From an optimization exercise on the open Yosys and OpenROAD flow, aimed at small area and a short achievable clock period; shortcuts taken in it are not production practice.
The RTL was checked by simulation tests, not by an equivalence proof against the original design.

==> module system_crossbar_rr, before the edit <==
module system_crossbar_rr #(
  parameter int NUM_MASTERS    = 9,
  parameter int NUM_SLAVES     = 4,
  parameter int ADDR_WIDTH     = 32,
  parameter int DATA_WIDTH     = 32,
  parameter int ID_WIDTH       = 4,
  parameter logic [NUM_SLAVES*ADDR_WIDTH-1:0] SLAVE_BASE =
    {32'h3000_0000, 32'h2000_0000, 32'h1000_0000, 32'h0000_0000},
  parameter logic [NUM_SLAVES*ADDR_WIDTH-1:0] SLAVE_MASK =
    {32'hFFFF_0000, 32'hFFFF_0000, 32'hFFFF_0000, 32'hF000_0000},
  parameter logic [NUM_MASTERS-1:0] HI_PRIO_MASK = 9'h1FE,
  parameter int TIMEOUT_CYCLES = 256
) (
  input  logic                             clk,
  input  logic                             rst,
  input  logic [NUM_MASTERS-1:0]           m_req,
  input  logic [NUM_MASTERS-1:0]           m_we,
  input  logic [NUM_MASTERS*ADDR_WIDTH-1:0] m_addr,
  input  logic [NUM_MASTERS*DATA_WIDTH-1:0] m_wdata,
  input  logic [NUM_MASTERS*ID_WIDTH-1:0]   m_id,
  output logic [NUM_MASTERS-1:0]           m_ack,
  output logic [NUM_MASTERS-1:0]           m_err,
  output logic [NUM_MASTERS*DATA_WIDTH-1:0] m_rdata,
  output logic [NUM_SLAVES-1:0]            s_req,
  output logic [NUM_SLAVES-1:0]            s_we,
  output logic [NUM_SLAVES*ADDR_WIDTH-1:0] s_addr,
  output logic [NUM_SLAVES*DATA_WIDTH-1:0] s_wdata,
  output logic [NUM_SLAVES*ID_WIDTH-1:0]   s_id,
  input  logic [NUM_SLAVES-1:0]            s_ack,
  input  logic [NUM_SLAVES*DATA_WIDTH-1:0] s_rdata
);
  localparam int NM = NUM_MASTERS;
  localparam int NS = NUM_SLAVES;
  localparam int AW = ADDR_WIDTH;
  localparam int DW = DATA_WIDTH;
  localparam int IW = ID_WIDTH;
  localparam int CW = $clog2(TIMEOUT_CYCLES);
  localparam logic [CW-1:0] CNT_LAST = CW'(TIMEOUT_CYCLES - 1);
  logic [NS-1:0]  r_busy, r_resp, r_terr;
  logic [NS-1:0][NM-1:0] r_win;
  logic [NS-1:0][CW-1:0] r_cnt;
  logic [NS-1:0][DW-1:0] r_rd;
  logic [NM-1:0]  r_dack, r_cool;
  logic [NM-1:0]  w_hit;
  logic [NM-1:0][NS-1:0] w_match;
  logic [NS-1:0][NM-1:0] w_reqv;
  logic [NS-1:0][NM-1:0] w_gnt;
  logic [NS-1:0]  w_start, w_fin, w_tmo;
  logic [NM-1:0]  w_derr;
  function automatic logic [NM-1:0] rr_pick(input logic [NM-1:0] req, input logic [NM-1:0] win);
    logic [NM-1:0] after, res;
    logic seen, found;
    seen = win[NM-1];
    for (int m = 0; m < NM; m++) begin
      after[m] = seen;
      seen = seen | win[m];
    end
    res = '0;
    found = 1'b0;
    for (int m = 0; m < NM; m++)
      if (!found && req[m] && after[m]) begin res[m] = 1'b1; found = 1'b1; end
    for (int m = 0; m < NM; m++)
      if (!found && req[m]) begin res[m] = 1'b1; found = 1'b1; end
    rr_pick = res;
  endfunction
  for (genvar m = 0; m < NM; m++) begin : g_dec
    for (genvar s = 0; s < NS; s++) begin : g_s
      assign w_match[m][s] =
        (m_addr[m*AW +: AW] & SLAVE_MASK[s*AW +: AW]) == SLAVE_BASE[s*AW +: AW];
      if (s == 0) begin : g_first
        assign w_reqv[s][m] = m_req[m] & w_match[m][s];
      end else begin : g_rest
        assign w_reqv[s][m] = m_req[m] & w_match[m][s] & ~(|w_match[m][s-1:0]);
      end
    end
    assign w_hit[m]  = |w_match[m];
    assign w_derr[m] = m_req[m] & ~w_hit[m] & ~r_dack[m] & ~r_cool[m];
  end
  for (genvar s = 0; s < NS; s++) begin : g_arb
    logic [NM-1:0] hi, lo;
    assign hi          = w_reqv[s] & HI_PRIO_MASK;
    assign lo          = w_reqv[s] & ~HI_PRIO_MASK;
    assign w_gnt[s]    = (|hi) ? rr_pick(hi, r_win[s]) : rr_pick(lo, r_win[s]);
    assign w_start[s]  = ~r_busy[s] & ~r_resp[s] & (|w_reqv[s]);
    assign w_fin[s]    = r_busy[s] & (s_ack[s] | (r_cnt[s] == CNT_LAST));
    assign w_tmo[s]    = ~s_ack[s] & (r_cnt[s] == CNT_LAST);
  end
  always_ff @(posedge clk or posedge rst) begin
    if (rst) begin
      r_busy <= '0;
      r_resp <= '0;
      r_dack <= '0;
      r_cool <= '0;
      for (int s = 0; s < NS; s++) r_win[s] <= NM'(1) << (NM - 1);
    end else begin
      r_busy <= w_start | (r_busy & ~w_fin);
      r_resp <= w_fin;
      r_dack <= w_derr;
      r_cool <= r_dack;
      for (int s = 0; s < NS; s++) begin
        if (w_start[s]) r_win[s] <= w_gnt[s];
      end
    end
  end
  always_ff @(posedge clk) begin
    r_terr <= w_tmo;
    for (int s = 0; s < NS; s++) begin
      r_cnt[s] <= r_busy[s] ? r_cnt[s] + 1'b1 : '0;
      r_rd[s]  <= s_rdata[s*DW +: DW];
    end
  end
  logic [NS*NM-1:0] w_winf, w_self;
  logic [NS*DW-1:0] w_rdf;
  logic [NS*AW-1:0] w_pa;
  logic [NS*DW-1:0] w_pd;
  logic [NS*IW-1:0] w_pi;
  logic [NS-1:0]    w_pw;
  assign w_winf = r_win;
  for (genvar s = 0; s < NS; s++) begin : g_sel
    assign w_self[s*NM +: NM] = r_resp[s] ? r_win[s] : '0;
  end
  assign w_rdf  = r_rd;
  always_comb begin
    w_pa = '0;
    w_pd = '0;
    w_pi = '0;
    w_pw = '0;
    for (int s = 0; s < NS; s++)
      for (int m = 0; m < NM; m++) begin
        w_pa[s*AW +: AW] = w_pa[s*AW +: AW] | ({AW{w_winf[s*NM+m]}} & m_addr[m*AW +: AW]);
        w_pd[s*DW +: DW] = w_pd[s*DW +: DW] | ({DW{w_winf[s*NM+m]}} & m_wdata[m*DW +: DW]);
        w_pi[s*IW +: IW] = w_pi[s*IW +: IW] | ({IW{w_winf[s*NM+m]}} & m_id[m*IW +: IW]);
        w_pw[s]          = w_pw[s] | (w_winf[s*NM+m] & m_we[m]);
      end
  end
  assign s_req   = r_busy;
  assign s_addr  = (w_pa & ~SLAVE_MASK) | SLAVE_BASE;
  assign s_wdata = w_pd;
  assign s_id    = w_pi;
  assign s_we    = w_pw;
  always_comb begin
    m_ack   = r_dack;
    m_err   = r_dack;
    m_rdata = '0;
    for (int m = 0; m < NM; m++)
      for (int s = 0; s < NS; s++) begin
        m_ack[m] = m_ack[m] | w_self[s*NM+m];
        m_err[m] = m_err[m] | (w_self[s*NM+m] & r_terr[s]);
        m_rdata[m*DW +: DW] = m_rdata[m*DW +: DW] | ({DW{w_self[s*NM+m]}} & w_rdf[s*DW +: DW]);
      end
  end
endmodule
clock: 7.0 ns
lec_check: 0
cap_margin: 20
core_area: 10 10 490 490
die_area: 0 0 500 500
place_density: 0.55
setup_slack_margin: 3.0
slew_margin: 20
standard.sh (not shown) runs the stock make flow with config.mk's settings and CLKGATE_MAP_FILE= SYNTH_SCRIPT=/design/flow/synth_recipe.tcl, a recipe that flattens the netlist after the stock synthesis.
==> flow/flow/run.sh <==
#!/bin/bash
# The standard layout, with two changes: every input and output port gets the smallest buffer
# as its port buffer, and the ports are placed on the die edge in the bit-sliced order that
# flow/io.tcl gives (generated by gen/make_io.py), sourced right after the floorplan.
set -euo pipefail
export BUFFER_PORTS_ARGS="-buffer_cell sky130_fd_sc_hd__buf_1"
export IO_CONSTRAINTS="$PWD/flow/io.tcl"
bash standard.sh > standard_flow.log 2>&1
Other scripts of this flow, unchanged in this note and not shown: flow/flow/io.tcl
Next try:
--- a/flow/design.v
+++ b/flow/design.v
@@ -39,4 +39,5 @@
   logic [NS-1:0]  r_busy, r_resp, r_terr;
   logic [NS-1:0][NM-1:0] r_win;
+  logic [NS-1:0][NM-1:0] r_sel;
   logic [NS-1:0][CW-1:0] r_cnt;
   logic [NS-1:0][DW-1:0] r_rd;
@@ -92,4 +93,5 @@
       r_dack <= '0;
       r_cool <= '0;
+      r_sel  <= '0;
       for (int s = 0; s < NS; s++) r_win[s] <= NM'(1) << (NM - 1);
     end else begin
@@ -100,4 +102,5 @@
       for (int s = 0; s < NS; s++) begin
         if (w_start[s]) r_win[s] <= w_gnt[s];
+        r_sel[s] <= w_fin[s] ? r_win[s] : '0;
       end
     end
@@ -117,7 +120,5 @@
   logic [NS-1:0]    w_pw;
   assign w_winf = r_win;
-  for (genvar s = 0; s < NS; s++) begin : g_sel
-    assign w_self[s*NM +: NM] = r_resp[s] ? r_win[s] : '0;
-  end
+  assign w_self = r_sel;
   assign w_rdf  = r_rd;
   always_comb begin
=> The changed run ran to the end with no violations. Setup slack gains 47 ps. Core utilization is higher by 0.38 points. Clock skew is higher by 11 ps. Synthesized area is higher by 3.2%. Wire length is higher by 0.77%. Via count is about the same. Clock-buffer cell count is lower by 1. Die area does not change.

## port drivers added, routing unchanged
The flow's constraints put no driver on any port. The routed layouts listed below were extracted and timed again, unchanged, in two steps.
Step 1 assumes that a clkbuf_16 drives the clock port and a buf_2 every other input.
Step 2 adds t to the input delays and takes it off the output delays; t is the mean of the earliest and latest rising clock arrival at the registers after step 1. Input paths then give back, and output paths get back, about the clock's delay inside the block.
a / b / c = no drivers / after step 1 / after step 2; a / b = the first two.
run | t, ns | slack for setup (ns) | worst setup path after step 2 | latest minus earliest clock arrival (ns) | worst data-port slew with drivers (ns)
the first run | 0.674 | 2.934 / 2.859 / 2.515 | input to register | 0.016 / 0.016 | 0.11
the second run | 0.667 | 2.980 / 2.909 / 2.552 | input to register | 0.034 / 0.034 | 0.09
After both steps setup and hold are still met in every run listed. The setup slack of the second run, which loses most, moves by -0.071 ns with the drivers and by -0.428 ns with both steps.
